Source: an optimization exercise on an open RTL-to-GDS flow (aim: small area, a short achievable clock period and few clock cycles per item). Production flows keep margins and buffers that such runs may drop.
At most, simulation tests tie the RTL to the original design; equivalence was not proved.
The RTL of runs 5 to 8 was laid out without a check of its function.
Power and IR drop assume default switching activity.

==> flow/design.v <==
package stt_pkg;
  localparam int unsigned LineBits   = 16;
  localparam int unsigned ColBits    = 16;
  localparam int unsigned OffsetBits = 32;
  localparam int unsigned LengthBits = 16;
  localparam int unsigned KindBits   = 5;
  typedef logic [LineBits-1:0]   line_t;
  typedef logic [ColBits-1:0]    col_t;
  typedef logic [OffsetBits-1:0] offset_t;
  typedef logic [LengthBits-1:0] length_t;
  localparam logic [7:0] ChNul   = 8'h00;
  localparam logic [7:0] ChTab   = 8'h09;
  localparam logic [7:0] ChLf    = 8'h0A;
  localparam logic [7:0] ChCr    = 8'h0D;
  localparam logic [7:0] ChSpace = 8'h20;
  localparam logic [7:0] ChBang  = 8'h21;
  localparam logic [7:0] ChDot   = 8'h2E;
  localparam logic [7:0] ChEq    = 8'h3D;
  localparam logic [7:0] ChUnder = 8'h5F;
  typedef enum logic [KindBits-1:0] {
    TK_ILLEGAL  = 5'd0,
    TK_EOF      = 5'd1,
    TK_IDENT    = 5'd2,
    TK_INT      = 5'd3,
    TK_DOUBLE   = 5'd4,
    TK_ASSIGN   = 5'd5,
    TK_EQ       = 5'd6,
    TK_BANG     = 5'd7,
    TK_NOT_EQ   = 5'd8,
    TK_PLUS     = 5'd9,
    TK_MINUS    = 5'd10,
    TK_ASTERISK = 5'd11,
    TK_SLASH    = 5'd12,
    TK_MODULO   = 5'd13,
    TK_SEMI     = 5'd14,
    TK_LPAREN   = 5'd15,
    TK_RPAREN   = 5'd16,
    TK_COMMA    = 5'd17,
    TK_LBRACE   = 5'd18,
    TK_RBRACE   = 5'd19,
    TK_LT       = 5'd20,
    TK_GT       = 5'd21
  } token_kind_e;
  typedef enum logic [2:0] {
    MODE_IDLE   = 3'd0,
    MODE_IDENT  = 3'd1,
    MODE_NUM    = 3'd2,
    MODE_NUMDOT = 3'd3,
    MODE_EQ     = 3'd4,
    MODE_BANG   = 3'd5
  } scan_mode_e;
  typedef struct packed {
    token_kind_e kind;
    line_t       line;
    col_t        col;
    offset_t     offset;
    length_t     len;
    logic        last;
  } tok_t;
  function automatic logic is_alpha(input logic [7:0] c);
    is_alpha = ((c >= 8'h61 && c <= 8'h7A) || (c >= 8'h41 && c <= 8'h5A) || (c == stt_pkg::ChUnder));
  endfunction
  function automatic logic is_digit(input logic [7:0] c);
    is_digit = (c >= 8'h30 && c <= 8'h39);
  endfunction
  function automatic logic is_space(input logic [7:0] c);
    is_space = ((c == stt_pkg::ChSpace) || (c == stt_pkg::ChTab) || (c == stt_pkg::ChLf) || (c == stt_pkg::ChCr));
  endfunction
  function automatic token_kind_e single_kind(input logic [7:0] c);
    token_kind_e k;
    unique case (c)
      8'h2B:   k = stt_pkg::TK_PLUS;
      8'h2D:   k = stt_pkg::TK_MINUS;
      8'h2A:   k = stt_pkg::TK_ASTERISK;
      8'h2F:   k = stt_pkg::TK_SLASH;
      8'h25:   k = stt_pkg::TK_MODULO;
      8'h3B:   k = stt_pkg::TK_SEMI;
      8'h28:   k = stt_pkg::TK_LPAREN;
      8'h29:   k = stt_pkg::TK_RPAREN;
      8'h2C:   k = stt_pkg::TK_COMMA;
      8'h7B:   k = stt_pkg::TK_LBRACE;
      8'h7D:   k = stt_pkg::TK_RBRACE;
      8'h3C:   k = stt_pkg::TK_LT;
      8'h3E:   k = stt_pkg::TK_GT;
      default: k = stt_pkg::TK_ILLEGAL;
    endcase
    single_kind = k;
  endfunction
  localparam int unsigned TokBits = KindBits + LineBits + ColBits + OffsetBits + LengthBits + 1;
  function automatic logic [TokBits-1:0] mk_tok(input token_kind_e kind, input line_t line,
                                                input col_t col, input offset_t offset,
                                                input length_t len);
    mk_tok = {kind, line, col, offset, len, 1'b0};
  endfunction
endpackage
module source_text_tokenizer (
  input  logic                             clk_i,
  input  logic                             rst_ni,
  input  logic                             txt_valid_i,
  output logic                             txt_ready_o,
  input  logic [7:0]                       txt_char_i,
  input  logic                             txt_end_i,
  output logic                             tok_valid_o,
  input  logic                             tok_ready_i,
  output logic [stt_pkg::KindBits-1:0]     tok_kind_o,
  output logic [stt_pkg::LineBits-1:0]     tok_line_o,
  output logic [stt_pkg::ColBits-1:0]      tok_col_o,
  output logic [stt_pkg::OffsetBits-1:0]   tok_offset_o,
  output logic [stt_pkg::LengthBits-1:0]   tok_length_o,
  output logic                             tok_last_o
);
  typedef struct packed {
    logic       e;
    logic       al;
    logic       dg;
    logic       dt;
    logic       eq;
    logic       bg;
    logic       lf;
    logic       sg;
    logic [4:0] sk;
  } cls_t;
  typedef struct packed {
    logic id;
    logic num;
    logic dot;    
    logic op;     
  } mode_t;
  typedef struct packed {
    logic       v;       
    logic       sa;      
    logic       sp;      
    logic       sb;      
    logic       last;
    logic       fin;     
    logic       stp;     
    logic       lrun;    
    logic [1:0] lsm;     
    logic [4:0] kind;
  } pres_t;
  function automatic cls_t classify(input logic [7:0] c, input logic end_i);
    cls_t r;
    logic e;
    e    = end_i || (c == stt_pkg::ChNul);
    r.e  = e;
    r.al = !e && stt_pkg::is_alpha(c);
    r.dg = !e && stt_pkg::is_digit(c);
    r.dt = !e && (c == stt_pkg::ChDot);
    r.eq = !e && (c == stt_pkg::ChEq);
    r.bg = !e && (c == stt_pkg::ChBang);
    r.lf = !e && (c == stt_pkg::ChLf);
    r.sg = !e && !stt_pkg::is_alpha(c) && !stt_pkg::is_digit(c) && !stt_pkg::is_space(c) &&
           (c != stt_pkg::ChEq) && (c != stt_pkg::ChBang);
    r.sk = stt_pkg::single_kind(c);
    classify = r;
  endfunction
  function automatic pres_t present(input cls_t x, input logic vld, input mode_t m,
                                    input logic bang, input logic seen, input logic ph);
    pres_t r;
    logic hold_dot, a_ex, c_ex, c_idle, special, sp_x;
    hold_dot = m.num && x.dt && !seen;
    a_ex     = (m.id && !x.al) || (m.num && !x.dg && !hold_dot) || (m.dot && !x.dg) || m.op;
    c_ex     = x.e || (x.sg && !hold_dot);
    c_idle   = x.e || x.sg;
    special  = m.dot && !x.dg;
    sp_x     = !(x.e || x.al || x.dg || x.eq || x.bg || x.sg);
    r.sa     = a_ex && !ph;
    r.sp     = !r.sa;
    r.sb     = special && ph;
    r.v      = vld && (a_ex || c_ex);
    if (r.sa) begin
      r.last = !special && !c_ex;
      r.fin  = !special && !c_ex;
      r.stp  = 1'b0;
      r.lrun = !m.op;
      r.lsm  = {x.eq, !x.eq};
      if (m.id)       r.kind = stt_pkg::TK_IDENT;
      else if (m.op)  r.kind = bang ? (x.eq ? stt_pkg::TK_NOT_EQ : stt_pkg::TK_BANG)
                                    : (x.eq ? stt_pkg::TK_EQ : stt_pkg::TK_ASSIGN);
      else            r.kind = (m.num && seen) ? stt_pkg::TK_DOUBLE : stt_pkg::TK_INT;
    end else if (r.sb) begin
      r.last = !c_idle;
      r.fin  = sp_x;
      r.stp  = !sp_x;
      r.lrun = 1'b0;
      r.lsm  = 2'd1;
      r.kind = stt_pkg::TK_ILLEGAL;
    end else begin
      r.last = 1'b1;
      r.fin  = 1'b1;
      r.stp  = 1'b0;
      r.lrun = 1'b0;
      r.lsm  = {1'b0, !x.e};
      r.kind = x.e ? stt_pkg::TK_EOF : x.sk;
    end
    present = r;
  endfunction
  logic cur_vld_q, cur_vld_d;
  cls_t cur_q, in_cls, cur_d;
  mode_t            mode_q, mode_d;
  logic             bang_q, bang_d;    
  logic             seen_q, seen_d;    
  stt_pkg::line_t   line_q, line_d;
  stt_pkg::col_t    col_q, col_d, tsc_q;
  stt_pkg::offset_t off_q, off_d, tso_q;
  stt_pkg::length_t run_q, run_d;
  logic             ph_q, ph_d;        
  logic             ctop_q, otop_q;    
  pres_t            pr_q, pr_d;
  logic hold_dot, absorbed, start;
  logic take, consume, step, cur_free, in_xfer;
  logic adv, two, lf_adv, radv;
  logic off_top, col_top, run_top, oc1, cc1, rc1;
  assign hold_dot = mode_q.num && cur_q.dt && !seen_q;
  assign absorbed = (mode_q.id && cur_q.al) || (mode_q.num && cur_q.dg) || hold_dot ||
                    (mode_q.dot && cur_q.dg) || (mode_q.op && cur_q.eq);
  assign start    = !cur_q.e && !absorbed && (cur_q.al || cur_q.dg || cur_q.eq || cur_q.bg);
  assign tok_valid_o  = pr_q.v;
  assign tok_kind_o   = pr_q.kind;
  assign tok_last_o   = pr_q.last;
  assign tok_line_o   = line_q;
  assign tok_col_o    = ({16{pr_q.sa}} & tsc_q) |
                        ({16{pr_q.sp}} & {col_q[15:1], col_q[0] || (pr_q.sb && ctop_q)});
  assign tok_offset_o = ({32{pr_q.sa}} & tso_q) |
                        ({32{pr_q.sp}} & {off_q[31:1], off_q[0] || (pr_q.sb && otop_q)});
  assign tok_length_o = pr_q.lrun ? run_q : {14'd0, pr_q.lsm};
  assign take     = pr_q.v && tok_ready_i;
  assign step     = take && pr_q.stp;
  assign consume  = (cur_vld_q && !pr_q.v) || (take && pr_q.fin);
  assign cur_free = !cur_vld_q || consume;
  assign txt_ready_o = cur_free;
  assign in_xfer     = txt_valid_i && cur_free;
  assign in_cls      = classify(txt_char_i, txt_end_i);
  assign adv    = step || (consume && !cur_q.e && !hold_dot);
  assign two    = consume && mode_q.dot;
  assign lf_adv = consume && cur_q.lf;
  assign radv   = consume && (mode_q.id || mode_q.num || mode_q.dot) && absorbed && !hold_dot;
  assign off_top = &off_q[31:1];
  assign col_top = &col_q[15:1];
  assign run_top = &run_q[15:1];
  assign oc1     = adv && !off_top && (two || off_q[0]);
  assign cc1     = adv && !col_top && (two || col_q[0]);
  assign rc1     = radv && !run_top && (mode_q.dot || run_q[0]);
  always_comb begin
    cur_vld_d = cur_vld_q;
    cur_d     = cur_q;
    if (cur_free) begin
      cur_vld_d = txt_valid_i;
      cur_d     = in_cls;
    end
    ph_d = ph_q;
    if (consume || step) begin
      ph_d = 1'b0;
    end else if (take) begin
      ph_d = 1'b1;
    end
    off_d[0] = adv ? (off_top || (off_q[0] ^ !two)) : off_q[0];
    for (int i = 1; i < 32; i++) begin
      off_d[i] = off_q[i] ^ (oc1 && (&(off_q | ~((32'd1 << i) - 32'd2))));
    end
    line_d[0] = line_q[0] ^ (lf_adv && !(&line_q));
    for (int i = 1; i < 16; i++) begin
      line_d[i] = line_q[i] ^ (lf_adv && !(&line_q) && (&(line_q | ~((16'd1 << i) - 16'd1))));
    end
    col_d[0] = lf_adv || (adv ? (col_top || (col_q[0] ^ !two)) : col_q[0]);
    for (int i = 1; i < 16; i++) begin
      col_d[i] = !lf_adv && (col_q[i] ^ (cc1 && (&(col_q | ~((16'd1 << i) - 16'd2)))));
    end
    if (consume && start) begin
      run_d = stt_pkg::length_t'(1);
    end else begin
      run_d[0] = radv ? (run_top || (run_q[0] ^ !mode_q.dot)) : run_q[0];
      for (int i = 1; i < 16; i++) begin
        run_d[i] = run_q[i] ^ (rc1 && (&(run_q | ~((16'd1 << i) - 16'd2))));
      end
    end
    mode_d = mode_q;
    bang_d = bang_q;
    seen_d = seen_q;
    if (step) begin
      mode_d.dot = 1'b0;
    end else if (consume) begin
      mode_d.id  = start ? cur_q.al : (mode_q.id && cur_q.al);
      mode_d.num = start ? cur_q.dg : (mode_q.num && cur_q.dg) || (mode_q.dot && cur_q.dg);
      mode_d.dot = hold_dot;
      mode_d.op  = start && (cur_q.eq || cur_q.bg);
      if (start) begin
        bang_d = cur_q.bg;
        seen_d = 1'b0;
      end else if (mode_q.dot && cur_q.dg) begin
        seen_d = 1'b1;
      end
    end
    pr_d = present(cur_d, cur_vld_d, mode_d, bang_d, seen_d, ph_d);
  end
  always_ff @(posedge clk_i or negedge rst_ni) begin
    if (!rst_ni) begin
      cur_vld_q <= 1'b0;
      ph_q      <= 1'b0;
      mode_q    <= '0;
      line_q    <= stt_pkg::line_t'(1);
      col_q     <= stt_pkg::col_t'(1);
      off_q     <= '0;
      pr_q.v    <= 1'b0;
    end else begin
      cur_vld_q <= cur_vld_d;
      ph_q      <= ph_d;
      mode_q    <= mode_d;
      line_q    <= line_d;
      col_q     <= col_d;
      off_q     <= off_d;
      pr_q.v    <= pr_d.v;
    end
  end
  always_ff @(posedge clk_i) begin
    cur_q  <= cur_d;
    if (consume && start) begin
      tsc_q <= col_q;
      tso_q <= off_q;
    end
    run_q  <= run_d;
    bang_q <= bang_d;
    seen_q <= seen_d;
    ctop_q <= col_top;
    otop_q <= off_top;
    {pr_q.sa, pr_q.sp, pr_q.sb, pr_q.last, pr_q.fin, pr_q.stp, pr_q.lrun, pr_q.lsm, pr_q.kind} <=
      {pr_d.sa, pr_d.sp, pr_d.sb, pr_d.last, pr_d.fin, pr_d.stp, pr_d.lrun, pr_d.lsm, pr_d.kind};
  end
endmodule
==> flow/flow/run.sh <==
#!/bin/bash
# The standard layout (standard.sh, the standard flow's own ORFS run) with these ORFS
# settings changed; make's full output goes to make.log here, each ORFS step's
# log to orfs/logs.
set -euo pipefail
export BUFFER_PORTS_ARGS="-buffer_cell sky130_fd_sc_hd__buf_1"
export SKIP_GATE_CLONING=1
bash standard.sh > make.log 2>&1
==> flow/standard.sh <==
#!/bin/bash
# synth_recipe.tcl (not shown) runs the flow's synth.tcl, then flattens the netlist and writes it again
# the make line also repeats each setting of config.mk as NAME=value (left out here)
make -C /OpenROAD-flow-scripts/flow DESIGN_CONFIG=/design/flow/config.mk WORK_HOME=/design/flow/orfs CLKGATE_MAP_FILE= SYNTH_SCRIPT=/design/flow/synth_recipe.tcl "${@:-finish}"
==> flow/config.mk <==
export PLATFORM = sky130hd
export DESIGN_NAME = source_text_tokenizer
export DESIGN_NICKNAME = source_text_tokenizer
export VERILOG_FILES = /design/flow/design.v
export SDC_FILE = /design/flow/constraint.sdc
export NUM_CORES = 4
export LEC_CHECK = 0
export CAP_MARGIN = 20
export CORE_MARGIN = 2
export CORE_UTILIZATION = 40
export CTS_BUF_LIST = sky130_fd_sc_hd__clkbuf_8
export SETUP_SLACK_MARGIN = 2.45
export SLEW_MARGIN = 20
==> flow/constraint.sdc <==
create_clock -name core_clock -period 5.0 [get_ports {clk_i}]
set_input_delay 1.0000 -clock core_clock [delete_from_list [all_inputs] [get_ports {clk_i}]]
set_output_delay 1.0000 -clock core_clock [all_outputs]
set_load 0.01 [all_outputs]
==> results.cfg, run 1 <==
[status]
status = timing/DRC/antenna clean

[clock_tree]
cts_tree = yes
clkSlewWorstSetupHoldPaths_ns = 0.08
htreeDepth = 4
clock_path_buffers = 2
cts.sinks = 166
insertion_delay_ns = 0.46
cts-root-buf = clkbuf_8
cts_buffers = 17

[min_path]
hold_class = reg -> reg
hold_start = bang_q$_DFF_P_

[setup_path]
rrSetupSlack_ns = 2.63
timing.rr.start = cur_q[11]$_DFF_P_
crit_start = tok_ready_i
startpoint_type = input pin
worstPathRequired_ns = 4.00
r2r-end = pr_q[2]$_DFF_P_
crit_path_end = txt_ready_o
path_max_fanout = 5
rr_worst_depth = 8
arrival_ns = 1.53
crit_type = in -> out
worstSetupEndpointType = output port

[placement]
gp_congestion = 0.855
portBuffers = 100
dp_hpwl_um = 11300
dp.cells = 1000
dpl_cell_area_um2 = 8220

[floorplan]
core_area_um2 = 18600
die_h_um = 142
core.rowCount = 50
die_x_um = 142
start_util_pct = 40.8
dieArea_um2 = 20100
io_pins = 101

[global_route]
grt_util_met2_pct = 27.9
grt_pass1_vias = 5425
use_met1_pct = 22.8
antenna_found_initial = 0
grt_first_pass_wirelength_um = 27700
grt.total_usage_pct = 17.4
grt_use_met3_pct = 4.93
grt_max_degree = 72
grt.busiest_layer = met2
grt-ovfl-total = 0

[cells_and_area]
num-nets-final = 817
drive_gt1_share_pct = 12.7
syn2layout_area_growth_pct = 16.8
fill_cells = 1714
instances_no_fill = 1043
multi_input_area_um2 = 3320
post-route-cell-area_um2 = 8880
antenna_cells = 0
mostFrequentLayoutCells = buf_1, dfrtp_1, nand2_1
regArea_um2 = 4180
final_common_cell = buf_1

[timing]
setup_violations = 0
final_max_slew_viol_count = 0
slew_headroom_pct = 38.6
clock_skew_ns = 0.0240
period_needed_ns = 2.53
hold_viol = 0
hold_slack_ns = 0.482
fin_tns_setup_ns = 0
timing.final.crit_share_pct = 50.6
rsz0062_at_grt = true
worst_pin_slew_ns = 0.922
fmax_mhz = 395

[routing]
via_per_inst = 5.28
drtPass1Iterations = 4
drt_iter0_markers = 327
wl_um = 17100
drc = 0
num_vias = 5510
ant_nets = 0
wl_per_cell_um = 16.4

[job]
maxCapViolations = 0

[power]
powerDensity_nw_per_um2 = 348
power.leakage_uw = 0.00351
power_uw = 3090
vdd_ir_drop_max_mv = 0.174

[yosys]
synth-main-ff-cell = dfrtp_1
synth_edf_count = 49
synth-seq-area-share_pct = 54.9
synth_fp_nets = 716
syn_avg_cell_area_um2 = 10.9
async_reset_ff_share_pct = 42.8
yosysWarnings = 1
synth.cell_area_um2 = 7600
ys_seq_elements = 166
synth.distinct_cells = 73
syn_inst = 695
-- per-stage QoR --
step | utilization, % | worst slack [ns]
finish | 47.6 | 2.47
global route | 47.6 | 2.40
CTS | 47.2 | 2.46
detailed placement | 44.1 | 1.61
global placement | 44.1 | 1.75
floorplan | - | 2.33
-- worst min path at each step --
stage	depth (start not counted)	slack, ns	to
after global placement	2	0.47	run_q[15]$_SDFF_PP0_
after floorplan	2	0.43	cur_q[2]$_DFF_P_
final	1	0.48	bang_q$_DFF_P_
after global routing	1	0.50	bang_q$_DFF_P_
after detailed placement	1	0.47	bang_q$_DFF_P_
after CTS	1	0.49	bang_q$_DFF_P_
-- layer usage --
| layer | part of all wire [%] | routed length [um] |
|---|---|---|
| met5 | 0 | 0 |
| met4 | 1.6 | 278 |
| met3 | 4.8 | 814 |
| met2 | 47 | 8020 |
| met1 | 47 | 7960 |
-- synth_stat cells (8+ instances only) --
master     n  area (um2)
xor2_1    22         193
and3_1    14        87.6
nor2b_1   16         100
inv_1     22        82.6
a22o_1    53         464
nor3_1    12        60.1
a21oi_1   24         120
ha_1       8         100
nor2_1    48         180
edfxtp_1  49        1470
xnor2_1   43         377
nand2_1   59         221
o21ai_0   17        85.1
dfrtp_1   69        1730
dfxtp_1   46         921
clkbuf_1  16        60.1
nand4_1   15        93.8
nand3_1   30         150
and2_1    18         113
-- flip-flops by register name (all words and copies together) (netlist names) --
signal and count:
bang_q 1, col_q 16, ctop_q 1, cur_q 13, cur_vld_q 1, line_q 16
mode_q 4, off_q 32, otop_q 1, ph_q 1, pr_q 15, run_q 16
seen_q 1, tsc_q 16, tso_q 32
-- cells by family (layout without fill, tap and decap cells) --
kind of cell	Yosys count	count (layout)	synth area share (%)
adders and majority gates	8	8	1.32
muxes	7	7	0.972
and+or+nand+nor	257	257	18.3
AOI/OAI and AO/OA	135	135	13.5
xor gates and xnor gates	65	65	7.49
DFF	166	166	54.9
buffers and inverters	57	171	3.49
-- critical path, cell delays in order --
cell	delay [ns]
buf_12	0.11
nand2_4	0.04
and3_4	0.23
inv_8	0.03
buf_6	0.11
-- power by group --
group | total (uW) | leakage (uW) | internal (uW) | switching [uW]
combinational | 487 | 0.00158 | 205 | 282
sequential | 1600 | 0.00172 | 1500 | 103
clock | 1000 | 0.000204 | 497 | 504
-- final cells by class --
| cell class | count | share of cell area (%) |
|---|---|---|
| clock buffers | 17 | 2.64 |
| clock inverters | 15 | 2.00 |
| inverters | 24 | 1.16 |
| multi-input cells | 472 | 37.3 |
| flip-flops and latches | 166 | 47.1 |
| well taps | 234 | 3.30 |
| repair buffers | 115 | 6.48 |
-- timing repair --
item	in CTS	in global routing
resized for setup	28	14
hold buffers	0	0
hold endpoints to repair	0	0
setup endpoints to repair	81	30
buffers inserted	8	3
Testbench counts, summed over its fixed seeds: cycles 24,838, bytes 24,017.
==> inputs of run 2 (changes only) <==
--- a/flow/config.mk
+++ b/flow/config.mk
@@ -9,3 +9,3 @@
 export CORE_MARGIN = 2
-export CORE_UTILIZATION = 40
+export CORE_UTILIZATION = 35
 export CTS_BUF_LIST = sky130_fd_sc_hd__clkbuf_8
==> results.cfg, run 2 <==
[setup_path]
startpoint_type = input pin
worstSetupEndpointType = output port
path_max_fanout = 6
crit_type = in -> out
rr_worst_depth = 8
rrSetupSlack_ns = 2.60
crit_start = tok_ready_i
arrival_ns = 1.62
worstPathRequired_ns = 4.00
crit_chain = clkbuf_4, nand2_2, and3_4, inv_8, buf_4
r2r-end = pr_q[0]$_DFF_P_
crit_buf_inv = 3
max_stage_delay_ns = 0.23
cp_slowest_cell = and3_4
timing.rr.start = cur_q[11]$_DFF_P_
critPathTopFamily = buffers and inverters

[yosys]
synth.cell_area_um2 = 7600
yosysWarnings = 1
synth_edf_count = 49
synthMostInstantiatedCell = dfrtp_1
async_reset_ff_share_pct = 42.8
synth_xor_area_share_pct = 7.49
synth_top_family_by_area = simple AND/OR/NAND/NOR gates
synth_top_area_share_pct = 22.7
synth-seq-area-share_pct = 54.9
synth_area_leaders = dfrtp_1, edfxtp_1, dfxtp_1, a22o_1, xnor2_1
yosys-mux-area-fraction_pct = 0.972
synth_area_leader_cell = dfrtp_1
syn_inst = 695
synthAdderAreaFrac_pct = 1.32
synth_fp_nets = 716
synthSimpleGateAreaFrac_pct = 18.3
ys_seq_elements = 166
synth.distinct_cells = 73
synth-main-ff-cell = dfrtp_1
synth-compound-area-share_pct = 13.5
syn_avg_cell_area_um2 = 10.9
yosys-top-cells-count = dfrtp_1, nand2_1, a22o_1

[timing]
fin_tns_setup_ns = 0
fmax_mhz = 381
slew_headroom_pct = 54.7
hold_slack_ns = 0.487
period_needed_ns = 2.62
setup_violations = 0
clock_skew_ns = 0.0128
rsz0062_at_grt = true
timing.final.crit_share_pct = 52.5
worst_pin_slew_ns = 0.676
final_max_slew_viol_count = 0
hold_viol = 0

[power]
swShare_pct = 28.5
powerDensity_nw_per_um2 = 340
power_frac_clock_pct = 31.1
p_comb_share_pct = 16.4
power.leakage_uw = 0.00354
p_seq_share_pct = 52.5
power_uw = 3050
p_int_uw = 2180
switchingPower_uw = 870
vdd_ir_drop_max_mv = 0.150

[routing]
wl_um = 16900
drc = 0
num_vias = 5486
drtPass1Iterations = 5
via_per_inst = 5.05
wl_per_cell_um = 15.5
ant_nets = 0
drt_iter0_markers = 357

[clock_tree]
cts_hold_buf = 0
cts_buffers = 17
cts_tree = yes
clock_path_buffers = 2
htreeDepth = 4
clkSlewWorstSetupHoldPaths_ns = 0.08
cts.sinks = 166
cts-root-buf = clkbuf_8
insertion_delay_ns = 0.45

[floorplan]
die_h_um = 151
io_pins = 101
die_x_um = 151
start_util_pct = 35.9
dieArea_um2 = 22900
core_area_um2 = 21200
core.rowCount = 53

[placement]
dpl_cell_area_um2 = 8270
portBuffers = 100
dp_hpwl_um = 11200
gp_congestion = 0.822

[cells_and_area]
multi_input_area_um2 = 3340
regArea_um2 = 4180
antenna_cells = 0
final_common_cell = buf_1
final_util_pct = 42.4
mostFrequentLayoutCells = buf_1, dfrtp_1, nand2_1
post-route-cell-area_um2 = 8970
syn2layout_area_growth_pct = 18.0
fill_cells = 2039
num-nets-final = 820
top_regs = off_q x32, tso_q x32
drive_gt1_share_pct = 13.3

[min_path]
hold_end = tso_q[0]$_DFFE_PP_
hold_class = reg -> reg
hold_start = off_q[0]$_DFFE_PN0N_
whs_path_depth = 0

[global_route]
antenna_found_initial = 0
grt.total_usage_pct = 15.1
grt_pass1_vias = 5171
grt_first_pass_wirelength_um = 27000
grt-ovfl-total = 0
grt_max_degree = 57

[job]
maxCapViolations = 0

[status]
status = timing/DRC/antenna clean
run 2: cell types whose count changed in the layout (fill, tap and decap cells not counted), sizes merged:
cell	change
buf	+2
bufinv	-1
clkbuf	+3
clkinv	+1
clkinvlp	-1
inv	-1
run 2: worst max-delay path by stage:
stage	slack, ns	cells past startpoint	endpoint
3_5_place_dp	1.60	9	pr_q[0]$_DFF_P_
2_1_floorplan	2.33	7	col_q[8]$_DFF_PN0_
6_report	2.38	5	txt_ready_o
3_3_place_gp	1.69	9	pr_q[2]$_DFF_P_
4_1_cts	2.33	5	txt_ready_o
5_1_grt	2.34	5	txt_ready_o
run 2: area by class of cell:
class	count	area share [%]
Clock buffer	19	2.92
Clock inverter	13	1.46
Inverter	24	1.14
Multi-Input combinational cell	472	37.2
Sequential cell	166	46.6
Tap cell	275	3.84
Timing Repair Buffer	118	6.81
run 2: repair_timing:
item	CTS	global route
gates resized for setup	20	20
setup endpoints to repair	76	111
hold endpoints to repair	0	0
pin swaps	0	2
buffers inserted	5	10
run 2: routing by layer:
layer	share of wire, %	global-route usage, %	vias up	wire, um
li1	-	-	2710	-
met3	4.1	3.22	19	697
met1	48	20.8	2654	8010
met4	1.5	4.77	0	248
met2	47	24.0	103	7900
met5	0	0	-	0
run 2: power groups by stage:
stage / clock network (uW) / registers [uW] / logic [uW]
after floorplan: 0 / 1610 / 322
after global placement: 0 / 1650 / 442
after detailed placement: 0 / 1650 / 445
after CTS: 983 / 1610 / 479
after global routing: 1050 / 1620 / 557
final: 950 / 1600 / 499
run 2: stage by stage:
| stage | cells | worst slack [ns] |
|---|---|---|
| after floorplan | 695 | 2.33 |
| after global placement | 1040 | 1.69 |
| after detailed placement | 1040 | 1.60 |
| after CTS | 1077 | 2.33 |
| after global routing | 1087 | 2.34 |
| final | 1087 | 2.38 |
run 2: logic make-up after synthesis:
| family | after synthesis |
|---|---|
| AOI/OAI and AO/OA | 135 |
| and+or+nand+nor | 257 |
| adders and majority gates | 8 |
| muxes | 7 |
| xor gates and xnor gates | 65 |
| DFF | 166 |
| buffers and inverters | 57 |
run 2: worst register-to-register path: stages (launching register included):
cell and delay, ns:
dfxtp_1 0.39, a221oi_2 0.39, o31ai_2 0.23, o32a_1 0.46
o211ai_2 0.20, o2111ai_4 0.16, and2_4 0.24, inv_6 0.08
mux2i_1 0.19
==> inputs of run 3 (changes only) <==
--- a/flow/config.mk
+++ b/flow/config.mk
@@ -9,3 +9,3 @@
 export CORE_MARGIN = 2
-export CORE_UTILIZATION = 35
+export CORE_UTILIZATION = 45
 export CTS_BUF_LIST = sky130_fd_sc_hd__clkbuf_8
==> results.cfg, run 3 <==
[status]
status = timing/DRC/antenna clean

[cells_and_area]
fill_cells = 1453
antenna_cells = 0
final_common_cell = buf_1
top_regs = off_q x32, tso_q x32
drive_gt1_share_pct = 12.7
mostFrequentLayoutCells = buf_1, dfrtp_1, nand2_1
num-nets-final = 818
syn2layout_area_growth_pct = 16.0

[setup_path]
rrSetupSlack_ns = 2.63
path_max_fanout = 17
max_stage_delay_ns = 0.45
rr_worst_depth = 7
crit_chain = buf_2, or3_4, nor2_4, a211oi_2, a22o_1, o2111ai_2, and2_4, inv_6, and3_1
timing.rr.start = off_q[2]$_DFF_PN0_
worstPathRequired_ns = 5.34
worstSetupEndpointType = flop
startpoint_type = input pin
worst-path-stages = 9
cp_slowest_cell = or3_4
arrival_ns = 2.87
crit_buf_inv = 2
r2r-end = off_q[25]$_DFF_PN0_
crit_type = in -> reg
critPathTopFamily = simple AND/OR/NAND/NOR gates

[timing]
timing.final.crit_share_pct = 50.5
fin_tns_setup_ns = 0
rsz0062_at_grt = true
fmax_mhz = 396
clock_skew_ns = 0.0171
setup_violations = 0
fin_ws_ns = 2.48
hold_viol = 0
worst_pin_slew_ns = 0.722
hold_slack_ns = 0.480
period_needed_ns = 2.52
slew_headroom_pct = 51.5
final_max_slew_viol_count = 0

[yosys]
synth.cell_area_um2 = 7600
syn_avg_cell_area_um2 = 10.9
yosys-mux-area-fraction_pct = 0.972
synthSimpleGateAreaFrac_pct = 18.3
synthAdderAreaFrac_pct = 1.32
synth_top_family_by_area = simple AND/OR/NAND/NOR gates
synthMostInstantiatedCell = dfrtp_1
ys_seq_elements = 166
yosys-top-cells-count = dfrtp_1, nand2_1, a22o_1
syn_inst = 695
synth_xor_area_share_pct = 7.49
synth.distinct_cells = 73
async_reset_ff_share_pct = 42.8
synth_top_area_share_pct = 22.7
synth_edf_count = 49
synth-seq-area-share_pct = 54.9
synth_fp_nets = 716
synth_area_leaders = dfrtp_1, edfxtp_1, dfxtp_1, a22o_1, xnor2_1
yosysWarnings = 1
synth_area_leader_cell = dfrtp_1
synth-compound-area-share_pct = 13.5
synth-main-ff-cell = dfrtp_1

[floorplan]
dieArea_um2 = 17900
start_util_pct = 46.0
core.rowCount = 47
core_area_um2 = 16500
die_h_um = 134
io_pins = 101
die_x_um = 134

[global_route]
grt_first_pass_wirelength_um = 26400
antenna_found_initial = 0
grt-ovfl-total = 0
grt.total_usage_pct = 18.3
grt_pass1_vias = 5248
grt_max_degree = 53

[routing]
wl_um = 16400
drc = 0
ant_nets = 0
drt_iter0_markers = 346
via_per_inst = 5.39
num_vias = 5551
wl_per_cell_um = 16.0
drtPass1Iterations = 4

[min_path]
hold_class = in -> async

[clock_tree]
cts_buffers = 17
insertion_delay_ns = 0.45
clock_path_buffers = 2
cts_hold_buf = 0
cts-root-buf = clkbuf_8
cts_tree = yes
clkSlewWorstSetupHoldPaths_ns = 0.09
htreeDepth = 4
cts.sinks = 166

[placement]
portBuffers = 100
gp_congestion = 0.858
dp_hpwl_um = 11100
dp_slack_ns = 1.61

[power]
vdd_ir_drop_max_mv = 0.187
powerDensity_nw_per_um2 = 340
power.leakage_uw = 0.00350

[job]
maxCapViolations = 0
## run 3: worst max-delay path by stage
| stage | from | to | slack [ns] |
|---|---|---|---|
| 3_3_place_gp | txt_char_i[2] | pr_q[0]$_DFF_P_ | 1.72 |
| 3_5_place_dp | txt_char_i[2] | pr_q[0]$_DFF_P_ | 1.61 |
| 5_1_grt | off_q[2]$_DFF_PN0_ | off_q[25]$_DFF_PN0_ | 2.42 |
| 2_1_floorplan | tok_ready_i | col_q[8]$_DFF_PN0_ | 2.33 |
| 4_1_cts | txt_char_i[6] | pr_q[4]$_SDFF_PP0_ | 2.46 |
| 6_report | txt_char_i[4] | pr_q[4]$_SDFF_PP0_ | 2.48 |
## run 3: timing repair
item	CTS	global route
endpoints found under the setup margin	74	55
setup buffers	3	7
resized for setup	27	14
## run 3: metal layers
metal  track usage [%]  up-vias  routed length [um]  share of wire [%]
li1                  -     2709                   -                  -
met3              4.69       12                 658                4.0
met5                 0        -                   0                  0
met1              23.9     2714                7460                 45
met2              30.2      116                8150                 50
met4              5.44        0                 169                1.0
## run 3: cell type report
type | count | area [um2] | share of cell area [%]
timing repair buffer | 116 | 593 | 6.73
sequential | 166 | 4180 | 47.4
clock buffer | 17 | 234 | 2.65
inverter | 24 | 103 | 1.16
multi-input combinational | 472 | 3300 | 37.4
tap | 220 | 275 | 3.12
clock inverter | 15 | 139 | 1.58
## run 3: logic make-up (layout without fill, tap and decap cells)
kind of cell / Yosys count / count (layout)
AND/OR/NAND/NOR: 257 / 257
XOR/XNOR: 65 / 65
AO/OA/AOI/OAI: 135 / 135
multiplexers: 7 / 7
buffers and inverters: 57 / 172
adder cells (fa/ha/maj): 8 / 8
flip-flops: 166 / 166
## run 3: where the power goes
| part | total, uW | leakage, uW | internal, uW | switching [uW] |
|---|---|---|---|---|
| logic | 483 | 0.00159 | 206 | 278 |
| clock network | 915 | 0.000191 | 436 | 479 |
| registers | 1600 | 0.00172 | 1500 | 100 |
| total | 3000 | 0.00350 | 2140 | 857 |
## run 3: stage by stage
step	instances	power, uW	utilization, %	instance area (um2)
6_report	1030	3000	53.4	8820
5_1_grt	1030	3150	53.4	8820
3_5_place_dp	988	2090	49.7	8210
3_3_place_gp	988	2070	49.7	8210
4_1_cts	1023	3010	52.5	8680
2_1_floorplan	695	1930	-	7700
==> inputs of run 4 (changes only) <==
--- a/flow/config.mk
+++ b/flow/config.mk
@@ -9,5 +9,5 @@
 export CORE_MARGIN = 2
-export CORE_UTILIZATION = 45
+export CORE_UTILIZATION = 40
 export CTS_BUF_LIST = sky130_fd_sc_hd__clkbuf_8
-export SETUP_SLACK_MARGIN = 2.45
+export SETUP_SLACK_MARGIN = 2.42
 export SLEW_MARGIN = 20
==> results.cfg, run 4 <==
[yosys]
syn_avg_cell_area_um2 = 10.9
ys_seq_elements = 166
async_reset_ff_share_pct = 42.8
synth-seq-area-share_pct = 54.9
synth_area_leaders = dfrtp_1, edfxtp_1, dfxtp_1, a22o_1, xnor2_1
synth-main-ff-cell = dfrtp_1
synth.cell_area_um2 = 7600
synth_fp_nets = 716
syn_inst = 695
synth_top_area_share_pct = 22.7
synthMostInstantiatedCell = dfrtp_1
yosys-top-cells-count = dfrtp_1, nand2_1, a22o_1
synth_area_leader_cell = dfrtp_1
synth.distinct_cells = 73
yosysWarnings = 1
synth_edf_count = 49

[placement]
dp_hpwl_um = 11300
gp_congestion = 0.841
dp.cells = 1000
portBuffers = 100

[routing]
wl_per_cell_um = 15.9
ant_nets = 0
num_vias = 5563
via_per_inst = 5.36
drtPass1Iterations = 5
drc = 0
drt_iter0_markers = 290
wl_um = 16500

[timing]
fmax_mhz = 392
period_needed_ns = 2.55
fin_tns_setup_ns = 0
worst_pin_slew_ns = 0.826
final_max_slew_viol_count = 0
clock_skew_ns = 0.0169
hold_viol = 0
timing.final.crit_share_pct = 51.0
rsz0062_at_grt = true
setup_violations = 0
slew_headroom_pct = 44.9

[setup_path]
crit_type = in -> out
path_max_fanout = 7
timing.rr.start = pr_q[14]$_DFF_PN0_
cp_slowest_cell = and3_4
worstSetupEndpointType = output port
arrival_ns = 1.55
crit_chain = buf_6, nand2_2, and3_4, inv_8, buf_6
worst_path_most_repeated_cell = buf_6
rr_worst_depth = 7
worstPathRequired_ns = 4.00
rrSetupSlack_ns = 2.61
r2r-end = line_q[11]$_DFF_PN0_
max_stage_delay_ns = 0.23
critPathTopFamily = buffers and inverters
crit_buf_inv = 3
startpoint_type = input pin

[power]
vdd_ir_drop_max_mv = 0.190
swShare_pct = 30.0
power.leakage_uw = 0.00343
switchingPower_uw = 899
power_frac_clock_pct = 30.8
powerDensity_nw_per_um2 = 343
p_seq_share_pct = 53.3
p_comb_share_pct = 15.9
p_int_uw = 2100

[global_route]
grt-ovfl-total = 0
grt_first_pass_wirelength_um = 27000
grt.total_usage_pct = 16.8
grt_max_degree = 65
grt_pass1_vias = 5527
antenna_found_initial = 0

[min_path]
whs_path_depth = 2
hold_class = reg -> reg
hold_end = cur_q[2]$_DFF_P_
hold_start = cur_q[2]$_DFF_P_

[clock_tree]
htreeDepth = 4
insertion_delay_ns = 0.46
cts_tree = yes
cts_hold_buf = 0
cts_buffers = 17
cts.sinks = 166
clock_path_buffers = 2
clkSlewWorstSetupHoldPaths_ns = 0.09
cts-root-buf = clkbuf_8

[floorplan]
core.rowCount = 50
core_area_um2 = 18600
io_pins = 101
start_util_pct = 40.8
die_h_um = 142
dieArea_um2 = 20100
die_x_um = 142

[cells_and_area]
syn2layout_area_growth_pct = 15.2
antenna_cells = 0
fill_cells = 1759
num-nets-final = 812
instances_no_fill = 1038
mostFrequentLayoutCells = buf_1, dfrtp_1, nand2_1
top_regs = off_q x32, tso_q x32
final_common_cell = buf_1
drive_gt1_share_pct = 12.2
final_util_pct = 46.9

[status]
status = timing/DRC/antenna clean

[job]
maxCapViolations = 0
## run 4: repair_timing
item                       4_1_cts  5_1_grt
setup endpoints to repair       79       29
buffers inserted                 1        5
resized for setup               21       20
## run 4: worst max-delay path by stage
stage	startpoint	end	slack (ns)	cells past startpoint
final	tok_ready_i	txt_ready_o	2.45	5
after CTS	tok_ready_i	txt_ready_o	2.33	5
after global placement	txt_char_i[2]	pr_q[2]$_DFF_P_	1.75	9
after floorplan	tok_ready_i	col_q[8]$_DFF_PN0_	2.33	7
after detailed placement	txt_char_i[2]	pr_q[0]$_DFF_P_	1.62	9
after global routing	pr_q[12]$_DFF_P_	tok_col_o[15]	2.38	3
## run 4: tightest hold or removal path, cell delays in order, from the launching register on
cell and delay (ns):
dfxtp_1 0.32, nand2_1 0.04, o21ai_0 0.10
## run 4: power by group through the flow
stage / registers, uW / logic (uW) / clock network [uW]
finish: 1600 / 478 / 924
global route: 1620 / 531 / 1020
CTS: 1600 / 471 / 958
floorplan: 1610 / 321 / 0
global placement: 1620 / 450 / 0
detailed placement: 1630 / 461 / 0
## run 4: metrics by stage
step	total power, uW	setup slack [ns]	hold slack (ns)	instance area (um2)
after floorplan	1930	2.33	0.433	7690
after global placement	2070	1.75	0.458	8200
after detailed placement	2090	1.62	0.471	8200
after CTS	3030	2.33	0.496	8640
after global routing	3170	2.38	0.506	8750
final	3000	2.45	0.490	8750
## run 4: cell type report
cell class	instances	area [um2]	share of cell area, %
Clock buffer	17	234	2.67
Clock inverter	15	143	1.63
Inverter	24	103	1.17
Multi-Input combinational cell	472	3300	37.7
Sequential cell	166	4170	47.7
Tap cell	234	293	3.35
Timing Repair Buffer	110	510	5.83
## run 4: logic make-up (layout without fill, tap and decap cells)
logic type | after synthesis | in the layout | share of synthesized area, %
AOI/OAI and AO/OA | 135 | 135 | 13.5
muxes | 7 | 7 | 0.972
adders and majority gates | 8 | 8 | 1.32
DFF | 166 | 166 | 54.9
buffers and inverters | 57 | 166 | 3.49
and+or+nand+nor | 257 | 257 | 18.3
xor gates and xnor gates | 65 | 65 | 7.49
## run 4: metal layers
layer / vias to the layer above / GRT usage [%] / wire length, um
li1: 2702 / - / -
met1: 2706 / 21.5 / 7480
met2: 132 / 28.2 / 7970
met3: 23 / 3.78 / 800
met4: 0 / 5.89 / 252
met5: - / 0 / 0
==> inputs of run 5 (changes only) <==
--- a/flow/design.v
+++ b/flow/design.v
@@ -211,2 +211,3 @@
   logic take, consume, step, cur_free, in_xfer;
+  logic idle_q;    
   logic adv, two, lf_adv, radv;
@@ -230,3 +231,3 @@
   assign cur_free = !cur_vld_q || consume;
-  assign txt_ready_o = cur_free;
+  assign txt_ready_o = idle_q || (tok_ready_i && pr_q.fin);
   assign in_xfer     = txt_valid_i && cur_free;
@@ -304,2 +305,3 @@
       pr_q.v    <= 1'b0;
+      idle_q    <= 1'b1;
     end else begin
@@ -312,2 +314,3 @@
       pr_q.v    <= pr_d.v;
+      idle_q    <= !cur_vld_d || !pr_d.v;
     end
--- a/flow/config.mk
+++ b/flow/config.mk
@@ -11,3 +11,3 @@
 export CTS_BUF_LIST = sky130_fd_sc_hd__clkbuf_8
-export SETUP_SLACK_MARGIN = 2.42
+export SETUP_SLACK_MARGIN = 2.45
 export SLEW_MARGIN = 20
==> results.cfg, run 5 <==
[status]
status = timing/DRC/antenna clean

[timing]
fin_tns_setup_ns = 0
setup_violations = 0
final_max_slew_viol_count = 0
worst_pin_slew_ns = 0.823
timing.final.crit_share_pct = 50.6
rsz0062_at_grt = true
slew_headroom_pct = 45.2
hold_viol = 0
period_needed_ns = 2.53
fmax_mhz = 396
clock_skew_ns = 0.0117

[power]
power_uw = 3120
power.leakage_uw = 0.00361
vdd_ir_drop_max_mv = 0.213
powerDensity_nw_per_um2 = 342

[cells_and_area]
antenna_cells = 0
fill_cells = 1857
top_regs = off_q x32, tso_q x32
num-nets-final = 855
drive_gt1_share_pct = 10.7
mostFrequentLayoutCells = buf_1, dfrtp_1, nor2_1
final_common_cell = buf_1
syn2layout_area_growth_pct = 15.8

[yosys]
synth.distinct_cells = 79
yosys-top-cells-count = dfrtp_1, nor2_1, nand2_1
async_reset_ff_share_pct = 43.1
synthMostInstantiatedCell = dfrtp_1
yosysWarnings = 1
synth_top_area_share_pct = 21.9
ys_seq_elements = 167
synth_area_leaders = dfrtp_1, edfxtp_1, dfxtp_1, a22o_1, xnor2_1
synth_edf_count = 49
synth-main-ff-cell = dfrtp_1
synth_area_leader_cell = dfrtp_1
syn_inst = 737
synth-seq-area-share_pct = 53.2
synth_fp_nets = 758
synth.cell_area_um2 = 7890
syn_avg_cell_area_um2 = 10.7

[global_route]
antenna_found_initial = 0
grt.total_usage_pct = 16.9
grt-ovfl-total = 0
grt_max_degree = 65
grt_first_pass_wirelength_um = 27600
grt_pass1_vias = 5284

[routing]
drt_iter0_markers = 303
drtPass1Iterations = 5
wl_per_cell_um = 15.5
num_vias = 5793
via_per_inst = 5.21
ant_nets = 0
drc = 0
wl_um = 17200

[clock_tree]
clkSlewWorstSetupHoldPaths_ns = 0.08
clock_path_buffers = 2
cts_tree = yes
htreeDepth = 4
cts_hold_buf = 0
cts-root-buf = clkbuf_8
cts_buffers = 17
insertion_delay_ns = 0.45
cts.sinks = 167

[setup_path]
crit_type = in -> reg
path_max_fanout = 15
crit_chain = buf_2, or4b_4, nor4_4, mux2i_2, o211ai_2, nand3_1, o31a_1
startpoint_type = input pin
worstSetupEndpointType = flop
max_stage_delay_ns = 0.57
worstPathRequired_ns = 5.34
cp_slowest_cell = or4b_4
arrival_ns = 2.87

[floorplan]
core_area_um2 = 19400
die_h_um = 144
core.rowCount = 51
start_util_pct = 40.7
die_x_um = 144
dieArea_um2 = 20900
io_pins = 101

[placement]
dp_hpwl_um = 11300
gp_congestion = 0.840
portBuffers = 100

[job]
maxCapViolations = 0

[min_path]
hold_class = reg -> reg
## run 5: what timing repair did
item	in CTS	in global routing
setup endpoints to repair	90	64
pin swaps	2	5
resized for setup	12	5
setup buffers	9	6
## run 5: power by group
part	switching (uW)	leakage [uW]	internal (uW)
clock	477	0.000207	537
combinational	296	0.00167	211
sequential	95.6	0.00174	1510
## run 5: routing by layer
layer	GRT usage [%]	part of all wire (%)
met4	4.55	1.0
met1	23.2	48
met5	0	0
met3	3.81	4.0
met2	26.9	47
## run 5: worst paths after layout
kind | start | to | slack [ns] | depth (start not counted)
setup / recovery | txt_char_i[4] | pr_q[14]$_DFF_PN0_ | 2.47 | 7
hold / removal | off_q[0]$_DFFE_PN0N_ | tso_q[0]$_DFFE_PP_ | 0.48 | 0
setup reg to reg | pr_q[14]$_DFF_PN0_ | pr_q[5]$_DFF_P_ | 2.63 | 7
hold reg to reg | off_q[0]$_DFFE_PN0N_ | tso_q[0]$_DFFE_PP_ | 0.48 | 0
max in group asynchronous | rst_ni | off_q[1]$_DFF_PN0_ | 3.56 | 2
min in group asynchronous | rst_ni | line_q[10]$_DFF_PN0_ | 0.58 | 1
## run 5: per-stage QoR
step           cell area [um2]  setup WS (ns)  util, %  hold WS [ns]  std cells
3_3_place_gp              8470           1.75     43.6         0.466       1065
4_1_cts                   9060           2.44     46.7         0.486       1106
3_5_place_dp              8470           1.65     43.6         0.466       1065
5_1_grt                   9140           2.44     47.1         0.508       1112
2_1_floorplan             7930           2.31        -         0.423        737
6_report                  9140           2.47     47.1         0.481       1112
## run 5: cells by family after synthesis
family                     after synthesis  share of synthesized area, %
adders and majority gates                8                          1.27
DFF                                    167                          53.2
and+or+nand+nor                        286                          19.4
muxes                                   10                          1.40
AOI/OAI and AO/OA                      133                          13.7
xor gates and xnor gates                67                          7.44
buffers and inverters                   66                          3.63
## run 5: area by class of cell
class                      instances  area, um2  share of cell area [%]
timing repair buffer             117        608                    6.65
inverter                          27        105                    1.15
sequential                       167       4210                    46.0
clock inverter                    15        185                    2.03
clock buffer                      17        234                    2.56
tap                              265        332                    3.63
multi-input combinational        504       3470                    38.0
## run 5: worst max-delay path: cells and delay by family
kind	cells	cell delay [ns]
AOI/OAI and AO/OA	2	0.57
buffers and inverters	1	0.18
muxes	1	0.14
and+or+nand+nor	3	0.98
==> inputs of run 6 (changes only) <==
--- a/flow/design.v
+++ b/flow/design.v
@@ -230,4 +230,4 @@
   assign consume  = (cur_vld_q && !pr_q.v) || (take && pr_q.fin);
-  assign cur_free = !cur_vld_q || consume;
-  assign txt_ready_o = idle_q || (tok_ready_i && pr_q.fin);
+  assign cur_free = idle_q || (tok_ready_i && pr_q.fin);
+  assign txt_ready_o = cur_free;
   assign in_xfer     = txt_valid_i && cur_free;
==> results.cfg, run 6 <==
[yosys]
synth_area_leader_cell = dfrtp_1
synth_edf_count = 49
yosysWarnings = 1
synthMostInstantiatedCell = dfrtp_1
yosys-top-cells-count = dfrtp_1, nand2_1, a22o_1, edfxtp_1, dfxtp_1
synth.cell_area_um2 = 7790
yosys-mux-area-fraction_pct = 1.54
syn_inst = 717
synth_area_leaders = dfrtp_1, edfxtp_1, dfxtp_1, a22o_1, xnor2_1
synth_top_family_by_area = simple AND/OR/NAND/NOR gates
synth_xor_area_share_pct = 6.86
synth_fp_nets = 738
ys_seq_elements = 167
synth-main-ff-cell = dfrtp_1
synth-seq-area-share_pct = 53.9
synthSimpleGateAreaFrac_pct = 18.4
synthAdderAreaFrac_pct = 1.28
async_reset_ff_share_pct = 43.1
synth-compound-area-share_pct = 14.7
synth.distinct_cells = 83
synth_top_area_share_pct = 22.2
syn_avg_cell_area_um2 = 10.9

[placement]
dp_hpwl_um = 11400
portBuffers = 100
gp_congestion = 0.819
dpl_cell_area_um2 = 8420

[power]
p_comb_share_pct = 19.8
power.leakage_uw = 0.00366
p_seq_share_pct = 50.5
powerDensity_nw_per_um2 = 350
p_int_uw = 2240
power_uw = 3230
power_frac_clock_pct = 29.6
switchingPower_uw = 992
swShare_pct = 30.7
vdd_ir_drop_max_mv = 0.179

[cells_and_area]
syn2layout_area_growth_pct = 18.4
drive_gt1_share_pct = 13.3
fill_cells = 1855
post-route-cell-area_um2 = 9220
mostFrequentLayoutCells = buf_1, dfrtp_1, nand2_1
final_common_cell = buf_1
num-nets-final = 848
final_util_pct = 47.9
antenna_cells = 0
top_regs = off_q x32, tso_q x32
regArea_um2 = 4210
multi_input_area_um2 = 3460

[global_route]
grt_first_pass_wirelength_um = 28000
grt-ovfl-total = 0
grt_max_degree = 61
antenna_found_initial = 0
grt_pass1_vias = 5329
grt.total_usage_pct = 17.5

[routing]
num_vias = 5830
ant_nets = 0
drt_iter0_markers = 304
wl_um = 17800
wl_per_cell_um = 16.1
drc = 0
drtPass1Iterations = 7
via_per_inst = 5.28

[clock_tree]
cts_buffers = 17
clkSlewWorstSetupHoldPaths_ns = 0.09
cts.sinks = 167
clock_path_buffers = 2
insertion_delay_ns = 0.46
cts-root-buf = clkbuf_8
htreeDepth = 4
cts_tree = yes

[floorplan]
io_pins = 101
core_area_um2 = 19300
dieArea_um2 = 20600
die_x_um = 144
die_h_um = 144
start_util_pct = 40.4
core.rowCount = 51

[setup_path]
arrival_ns = 2.89
crit_type = in -> reg
worst_path_most_repeated_cell = a31oi_4
max_stage_delay_ns = 0.57
worstSetupEndpointType = flop
crit_chain = buf_6, or4_4, o311ai_4, o41a_4, a31oi_4, a31oi_4, inv_4, mux2_4
startpoint_type = input pin
cp_slowest_cell = or4_4
path_max_fanout = 7
worstPathRequired_ns = 5.34

[timing]
period_needed_ns = 2.55
slew_headroom_pct = 51.0
fmax_mhz = 392
setup_violations = 0
rsz0062_at_grt = true
worst_pin_slew_ns = 0.733
fin_tns_setup_ns = 0
final_max_slew_viol_count = 0
hold_viol = 0
timing.final.crit_share_pct = 51.0
clock_skew_ns = 0.0138

[job]
maxCapViolations = 0

[min_path]
hold_class = in -> async

[status]
status = timing/DRC/antenna clean
## run 6: cell types whose count changed in the layout (fill, tap and decap cells not counted), sizes merged, moves of 6 or more
| cell | before | now |
|---|---|---|
| nor2 | 62 | 38 |
| xnor2 | 46 | 38 |
| a21oi | 19 | 27 |
| and3 | 9 | 15 |
| nor4 | 18 | 7 |
| o21ai | 10 | 19 |
| inv | 28 | 35 |
## run 6: per-stage QoR
| stage | instances | hold WS [ns] | setup WS (ns) |
|---|---|---|---|
| CTS | 1096 | 0.440 | 2.42 |
| detailed placement | 1054 | 0.433 | 1.53 |
| global placement | 1054 | 0.427 | 1.60 |
| global route | 1105 | 0.454 | 2.44 |
| floorplan | 717 | 0.422 | 2.16 |
| finish | 1105 | 0.456 | 2.45 |
## run 6: power by group through the flow
| stage | clock, uW | combinational [uW] | sequential (uW) |
|---|---|---|---|
| 6_report | 957 | 640 | 1630 |
| 5_1_grt | 1050 | 704 | 1650 |
| 4_1_cts | 987 | 610 | 1640 |
| 3_5_place_dp | 0 | 534 | 1690 |
| 3_3_place_gp | 0 | 528 | 1690 |
| 2_1_floorplan | 0 | 393 | 1630 |
## run 6: cell families after synthesis
kind of cell / after synthesis
AND/OR/NAND/NOR: 258
flip-flops: 167
AO/OA/AOI/OAI: 150
buffers and inverters: 62
XOR/XNOR: 61
multiplexers: 11
adder cells (fa/ha/maj): 8
## run 6: worst paths after layout
path	startpoint	end	slack, ns	cells past startpoint
min reg2reg	off_q[0]$_DFFE_PN0N_	tso_q[0]$_DFFE_PP_	0.46	0
min in group core_clock	off_q[0]$_DFFE_PN0N_	tso_q[0]$_DFFE_PP_	0.46	0
max in group asynchronous	rst_ni	line_q[12]$_DFF_PN0_	3.58	2
min	rst_ni	off_q[9]$_DFF_PN0_	0.46	1
max	txt_char_i[5]	pr_q[0]$_DFF_P_	2.45	8
max reg2reg	pr_q[14]$_DFF_PN0_	off_q[29]$_DFF_PN0_	2.63	8
## run 6: layout make-up
class                   count  area share, %
inverters                  30           1.33
well taps                 265           3.60
flip-flops and latches    167           45.6
clock inverters            15           1.67
multi-input cells         488           37.6
repair buffers            123           7.69
clock buffers              17           2.54
## run 6: repair_timing
item / in CTS / in global routing
buffers inserted: 10 / 9
hold buffers: 0 / 0
resized for setup: 29 / 28
pin swaps: 5 / 8
hold endpoints to repair: 0 / 0
endpoints found under the setup margin: 94 / 123
## run 6: metal layers
layer	GRT usage (%)	vias up	part of all wire, %
li1	-	2855	-
met1	25.5	2848	50
met2	26.4	111	45
met3	3.63	16	4.0
met4	5.31	0	1.2
met5	0	-	0
## run 6: critical path: cells and delay by family
family / cells / cell delay (ns)
buf+inv: 2 / 0.18
simple gates: 1 / 0.57
mux: 1 / 0.30
compound gates: 4 / 0.84
==> inputs of run 7 (changes only) <==
--- a/flow/config.mk
+++ b/flow/config.mk
@@ -11,3 +11,3 @@
 export CTS_BUF_LIST = sky130_fd_sc_hd__clkbuf_8
-export SETUP_SLACK_MARGIN = 2.45
+export SETUP_SLACK_MARGIN = 2.6
 export SLEW_MARGIN = 20
==> results.cfg, run 7 <==
[timing]
clock_skew_ns = 0.0133
worst_pin_slew_ns = 0.664
period_needed_ns = 2.56
setup_violations = 0
slew_headroom_pct = 55.8
fin_tns_setup_ns = 0
final_max_slew_viol_count = 0
timing.final.crit_share_pct = 51.3
hold_viol = 0
fmax_mhz = 390
rsz0062_at_grt = true

[routing]
via_per_inst = 5.28
wl_per_cell_um = 16.0
ant_nets = 0
drtPass1Iterations = 4
num_vias = 5892
drc = 0
drt_iter0_markers = 308
wl_um = 17900

[setup_path]
path_max_fanout = 11
crit_type = in -> out
arrival_ns = 1.56
worstPathRequired_ns = 4.00
worstSetupEndpointType = output port
startpoint_type = input pin

[cells_and_area]
final_util_pct = 49.3
antenna_cells = 0
mostFrequentLayoutCells = dfrtp_1, nand2_1, buf_1
syn2layout_area_growth_pct = 22.0
top_regs = off_q x32, tso_q x32
fill_cells = 1851
drive_gt1_share_pct = 20.6
final_common_cell = dfrtp_1
num-nets-final = 859

[yosys]
synth-seq-area-share_pct = 53.9
synthMostInstantiatedCell = dfrtp_1
yosys-top-cells-count = dfrtp_1, nand2_1, a22o_1, edfxtp_1, dfxtp_1
ys_seq_elements = 167
synth-main-ff-cell = dfrtp_1
synth_edf_count = 49
yosysWarnings = 1
synth_area_leader_cell = dfrtp_1
syn_inst = 717
synth_area_leaders = dfrtp_1, edfxtp_1, dfxtp_1, a22o_1, xnor2_1
syn_avg_cell_area_um2 = 10.9
synth.cell_area_um2 = 7790
async_reset_ff_share_pct = 43.1
synth_fp_nets = 738
synth.distinct_cells = 83
synth_top_area_share_pct = 22.2

[clock_tree]
cts_buffers = 17
clkSlewWorstSetupHoldPaths_ns = 0.09
cts-root-buf = clkbuf_8
clock_path_buffers = 2
insertion_delay_ns = 0.45
htreeDepth = 4
cts_tree = yes
cts_hold_buf = 0
cts.sinks = 167

[job]
maxCapViolations = 0

[floorplan]
io_pins = 101
core.rowCount = 51
dieArea_um2 = 20600
die_h_um = 144
core_area_um2 = 19300
die_x_um = 144
start_util_pct = 40.4

[placement]
dp_hpwl_um = 11200
portBuffers = 100
gp_congestion = 0.836

[power]
vdd_ir_drop_max_mv = 0.180
powerDensity_nw_per_um2 = 350
power.leakage_uw = 0.00389

[global_route]
grt_first_pass_wirelength_um = 28500
grt.total_usage_pct = 17.6
grt_pass1_vias = 5536
grt-ovfl-total = 0
antenna_found_initial = 0
grt_max_degree = 51

[min_path]
hold_class = in -> async

[status]
status = timing/DRC/antenna clean
run 7: worst paths after layout:
| path | start | end | slack (ns) | cells past startpoint |
|---|---|---|---|---|
| worst max register to register | pr_q[14]$_DFF_PN0_ | pr_q[0]$_DFF_P_ | 2.64 | 8 |
| min in group core_clock | off_q[0]$_DFFE_PN0N_ | tso_q[0]$_DFFE_PP_ | 0.48 | 0 |
| max in group asynchronous | rst_ni | off_q[11]$_DFF_PN0_ | 3.54 | 2 |
| worst max-delay path | tok_ready_i | txt_ready_o | 2.44 | 4 |
| worst min-delay path | rst_ni | line_q[11]$_DFF_PN0_ | 0.46 | 1 |
| worst min register to register | off_q[0]$_DFFE_PN0N_ | tso_q[0]$_DFFE_PP_ | 0.48 | 0 |
run 7: repair_timing:
action	in CTS	in global routing
hold endpoints to repair	0	0
pin swaps	12	8
endpoints found under the setup margin	144	97
resized for setup	39	68
buffers inserted	21	9
run 7: stage by stage:
step                total power, uW  hold slack (ns)  instances  setup slack [ns]  area [um2]
global route                   3500            0.457       1116              2.41        9510
finish                         3330            0.462       1116              2.44        9510
floorplan                      2030            0.422        717              2.17        7880
detailed placement             2230            0.435       1054              1.51        8470
global placement               2220            0.428       1054              1.60        8470
CTS                            3320            0.442       1107              2.36        9260
run 7: cells by family after synthesis:
| group | Yosys count | synth area share, % |
|---|---|---|
| mux | 11 | 1.54 |
| buf+inv | 62 | 3.42 |
| flops | 167 | 53.9 |
| simple gates | 258 | 18.4 |
| xor+xnor | 61 | 6.86 |
| fa+ha+maj | 8 | 1.28 |
| compound gates | 150 | 14.7 |
run 7: per-layer routing:
layer	up-vias	global-route usage, %	part of all wire [%]
met3	21	3.10	3.2
met4	0	6.09	1.8
met1	2883	24.7	49
met2	104	27.5	46
met5	-	0	0
li1	2884	-	-
run 7: layout make-up:
class                      instances  area, um2  share of cell area [%]
sequential                       167       4210                    44.3
multi-input combinational        488       3580                    37.7
timing repair buffer             134        851                    8.95
tap                              265        332                    3.49
clock buffer                      19        262                    2.75
clock inverter                    13        155                    1.63
inverter                          30        118                    1.24
run 7: where the power goes:
part	internal, uW	switching (uW)	leakage [uW]	total (uW)
Clock	518	492	0.000216	1010
Sequential	1520	107	0.00173	1630
Combinational	304	390	0.00195	694
run 7: critical path, stage by stage:
cell      delay (ns)
buf_2           0.15
a21oi_4         0.17
inv_4           0.10
clkbuf_2        0.15
==> inputs of run 8 (changes only) <==
--- a/flow/design.v
+++ b/flow/design.v
@@ -207,3 +207,2 @@
   logic             ph_q, ph_d;        
-  logic             ctop_q, otop_q;    
   pres_t            pr_q, pr_d;
@@ -211,3 +210,2 @@
   logic take, consume, step, cur_free, in_xfer;
-  logic idle_q;    
   logic adv, two, lf_adv, radv;
@@ -223,5 +221,5 @@
   assign tok_col_o    = ({16{pr_q.sa}} & tsc_q) |
-                        ({16{pr_q.sp}} & {col_q[15:1], col_q[0] || (pr_q.sb && ctop_q)});
+                        ({16{pr_q.sp}} & {col_q[15:1], col_q[0] || (pr_q.sb && col_top)});
   assign tok_offset_o = ({32{pr_q.sa}} & tso_q) |
-                        ({32{pr_q.sp}} & {off_q[31:1], off_q[0] || (pr_q.sb && otop_q)});
+                        ({32{pr_q.sp}} & {off_q[31:1], off_q[0] || (pr_q.sb && off_top)});
   assign tok_length_o = pr_q.lrun ? run_q : {14'd0, pr_q.lsm};
@@ -230,3 +228,3 @@
   assign consume  = (cur_vld_q && !pr_q.v) || (take && pr_q.fin);
-  assign cur_free = idle_q || (tok_ready_i && pr_q.fin);
+  assign cur_free = !cur_vld_q || consume;
   assign txt_ready_o = cur_free;
@@ -305,3 +303,2 @@
       pr_q.v    <= 1'b0;
-      idle_q    <= 1'b1;
     end else begin
@@ -314,3 +311,2 @@
       pr_q.v    <= pr_d.v;
-      idle_q    <= !cur_vld_d || !pr_d.v;
     end
@@ -326,4 +322,2 @@
     seen_q <= seen_d;
-    ctop_q <= col_top;
-    otop_q <= off_top;
     {pr_q.sa, pr_q.sp, pr_q.sb, pr_q.last, pr_q.fin, pr_q.stp, pr_q.lrun, pr_q.lsm, pr_q.kind} <=
--- a/flow/config.mk
+++ b/flow/config.mk
@@ -11,3 +11,3 @@
 export CTS_BUF_LIST = sky130_fd_sc_hd__clkbuf_8
-export SETUP_SLACK_MARGIN = 2.6
+export SETUP_SLACK_MARGIN = 2.45
 export SLEW_MARGIN = 20
==> results.cfg, run 8 <==
[status]
status = timing/DRC/antenna clean

[timing]
worst_pin_slew_ns = 0.974
setup_violations = 0
slew_headroom_pct = 35.1
timing.final.crit_share_pct = 62.4
hold_slack_ns = 0.477
fin_tns_setup_ns = 0
period_needed_ns = 3.12
fin_ws_ns = 1.88
rsz0062_at_grt = true
final_max_slew_viol_count = 0
fmax_mhz = 320
clock_skew_ns = 0.0170
hold_viol = 0

[cells_and_area]
instances_no_fill = 1081
top_regs = off_q x32, tso_q x32
fill_cells = 1766
antenna_cells = 0
post-route-cell-area_um2 = 9360
multi_input_area_um2 = 3510
drive_gt1_share_pct = 21.0
final_common_cell = buf_1
mostFrequentLayoutCells = buf_1, dfrtp_1, a22o_1
syn2layout_area_growth_pct = 21.9
num-nets-final = 855
regArea_um2 = 4150

[clock_tree]
cts_tree = yes
clkSlewWorstSetupHoldPaths_ns = 0.10
cts.sinks = 164
cts-root-buf = clkbuf_8
cts_hold_buf = 0
clock_path_buffers = 2
htreeDepth = 4
insertion_delay_ns = 0.46
cts_buffers = 17

[floorplan]
die_x_um = 143
dieArea_um2 = 20300
die_h_um = 143
core.rowCount = 50
io_pins = 101
core_area_um2 = 18800
start_util_pct = 40.9

[min_path]
hold_class = reg -> reg

[global_route]
grt_max_degree = 72
grt_pass1_vias = 5610
grt-ovfl-total = 0
grt.total_usage_pct = 17.5
antenna_found_initial = 0
grt_first_pass_wirelength_um = 28300

[placement]
dpl_cell_area_um2 = 8290
dp.cells = 1009
dp_hpwl_um = 11400
portBuffers = 100
gp_congestion = 0.841
dp_slack_ns = 1.47

[yosys]
synth-seq-area-share_pct = 53.8
synth_fp_nets = 725
synth-main-ff-cell = dfrtp_1
synth.distinct_cells = 81
synthMostInstantiatedCell = dfrtp_1
syn_avg_cell_area_um2 = 10.9
yosysWarnings = 1
ys_seq_elements = 164
yosys-top-cells-count = dfrtp_1, nor2_1, a22o_1
syn_inst = 704
synth_area_leaders = dfrtp_1, edfxtp_1, dfxtp_1, a22o_1, xnor2_1
async_reset_ff_share_pct = 43.3
synth_top_area_share_pct = 22.5
synth.cell_area_um2 = 7680
synth_edf_count = 49
synth_area_leader_cell = dfrtp_1

[power]
vdd_ir_drop_max_mv = 0.182
power.leakage_uw = 0.00380
powerDensity_nw_per_um2 = 345

[routing]
drtPass1Iterations = 4
num_vias = 5776
wl_per_cell_um = 16.6
via_per_inst = 5.34
ant_nets = 0
drt_iter0_markers = 288
wl_um = 17900
drc = 0

[setup_path]
worstPathRequired_ns = 4.00
crit_type = reg -> out
startpoint_type = flop
path_max_fanout = 2
worstSetupEndpointType = output port
arrival_ns = 2.12

[job]
maxCapViolations = 0
## run 8: changes by cell type after synthesis, moves of 5 or more
cell,delta
nor2_1,+14
nand2_1,-7
nand4_1,-7
a31oi_1,-5
buf_2,+5
nor3_1,+5
## run 8: final timing paths
kind                                     startpoint                  end  slack [ns]  cells past startpoint
max in group asynchronous                    rst_ni  col_q[10]$_DFF_PN0_        3.62                      1
min in group asynchronous                    rst_ni   off_q[9]$_DFF_PN0_        0.67                      1
worst max register to register   pr_q[14]$_DFF_PN0_  off_q[16]$_DFF_PN0_        2.61                      9
worst max-delay path            off_q[25]$_DFF_PN0_      tok_offset_o[0]        1.88                      8
worst min register to register     cur_q[2]$_DFF_P_     cur_q[2]$_DFF_P_        0.48                      2
worst min-delay path               cur_q[2]$_DFF_P_     cur_q[2]$_DFF_P_        0.48                      2
## run 8: cell type report
type,count,share of cell area [%]
clock inverter,15,2.03
timing repair buffer,144,9.19
sequential,164,44.3
clock buffer,17,2.50
tap,234,3.13
multi-input combinational,475,37.5
inverter,32,1.34
## run 8: report_power, final
part           internal [uW]  switching [uW]  total, uW
registers               1490            94.0       1590
clock network            507             526       1030
logic                    278             336        614
## run 8: logic make-up after synthesis
family	Yosys count	synth area share [%]
buffers and inverters	65	3.66
AND/OR/NAND/NOR	255	18.5
XOR/XNOR	62	7.07
flip-flops	164	53.8
adder cells (fa/ha/maj)	8	1.30
multiplexers	9	1.25
AO/OA/AOI/OAI	141	14.4
## run 8: worst max-delay path, cell delays in order, from the launching register on
cell and delay [ns]:
dfrtp_1 0.38, and4_4 0.24, and4_4 0.23, and4_4 0.24
and2_4 0.16, nand2_2 0.06, nand2_2 0.06, a22o_1 0.16
buf_2 0.14
## run 8: metrics by stage
step / utilization, % / total power [uW]
after global placement: 44.2 / 2110
after CTS: 47.9 / 3190
after floorplan: - / 1940
after detailed placement: 44.2 / 2120
final: 49.9 / 3230
after global routing: 49.9 / 3380
## run 8: metal layers
layer  global-route usage (%)  routed length (um)  up-vias
met5                        0                   0        -
met2                     29.4                8830      113
met1                     22.3                8290     2842
li1                         -                   -     2798
met3                     2.99                 496       23
met4                     7.40                 283        0
## run 8: timing repair
item / in CTS / in global routing
endpoints found under the setup margin: 80 / 43
buffers inserted: 20 / 20
gates resized for setup: 44 / 57
pin swaps: 9 / 12

separate check: timing with driven ports:
How much do the figures lean on ideal ports? The routed layouts below were timed once more, with nothing changed but the port constraints.
Step 1 sets driving cells, clkbuf_16 on the clock port and buf_2 on the other inputs (assumed; they add their load-dependent delay and slew).
Step 2, shift: input delay + t, output delay - t, t = (earliest + latest rising clock arrival at the registers) / 2. This alone moves slack from input paths to output paths.
a / b / c = ideal ports / drivers / drivers and shift; a / b = the first two.
| run | t (ns) | setup WS [ns] | worst setup path at the end | worst register clock-pin slew, ns | worst slew at a driven data input, ns |
|---|---|---|---|---|---|
| run 1 | 0.485 | 2.469 / 2.408 / 2.062 | input to register | 0.09 / 0.09 | 0.08 |
| run 2 | 0.480 | 2.375 / 2.344 / 2.034 | input to register | 0.09 / 0.09 | 0.04 |
| run 3 | 0.478 | 2.475 / 2.422 / 2.018 | input to register | 0.09 / 0.09 | 0.07 |
| run 4 | 0.491 | 2.448 / 2.400 / 2.039 | input to register | 0.10 / 0.10 | 0.06 |
| run 5 | 0.485 | 2.472 / 2.464 / 2.008 | input to register | 0.09 / 0.09 | 0.03 |
| run 6 | 0.489 | 2.449 / 2.427 / 1.967 | input to register | 0.10 / 0.10 | 0.06 |
| run 7 | 0.487 | 2.435 / 2.402 / 1.985 | input to register | 0.09 / 0.09 | 0.06 |
| run 8 | 0.493 | 1.879 / 1.842 / 1.981 | input to register | 0.10 / 0.10 | 0.07 |
After both steps every run listed still meets setup and hold. For run 6, which loses most, drivers alone change the setup slack by -0.022 ns; drivers and shift together by -0.482 ns.
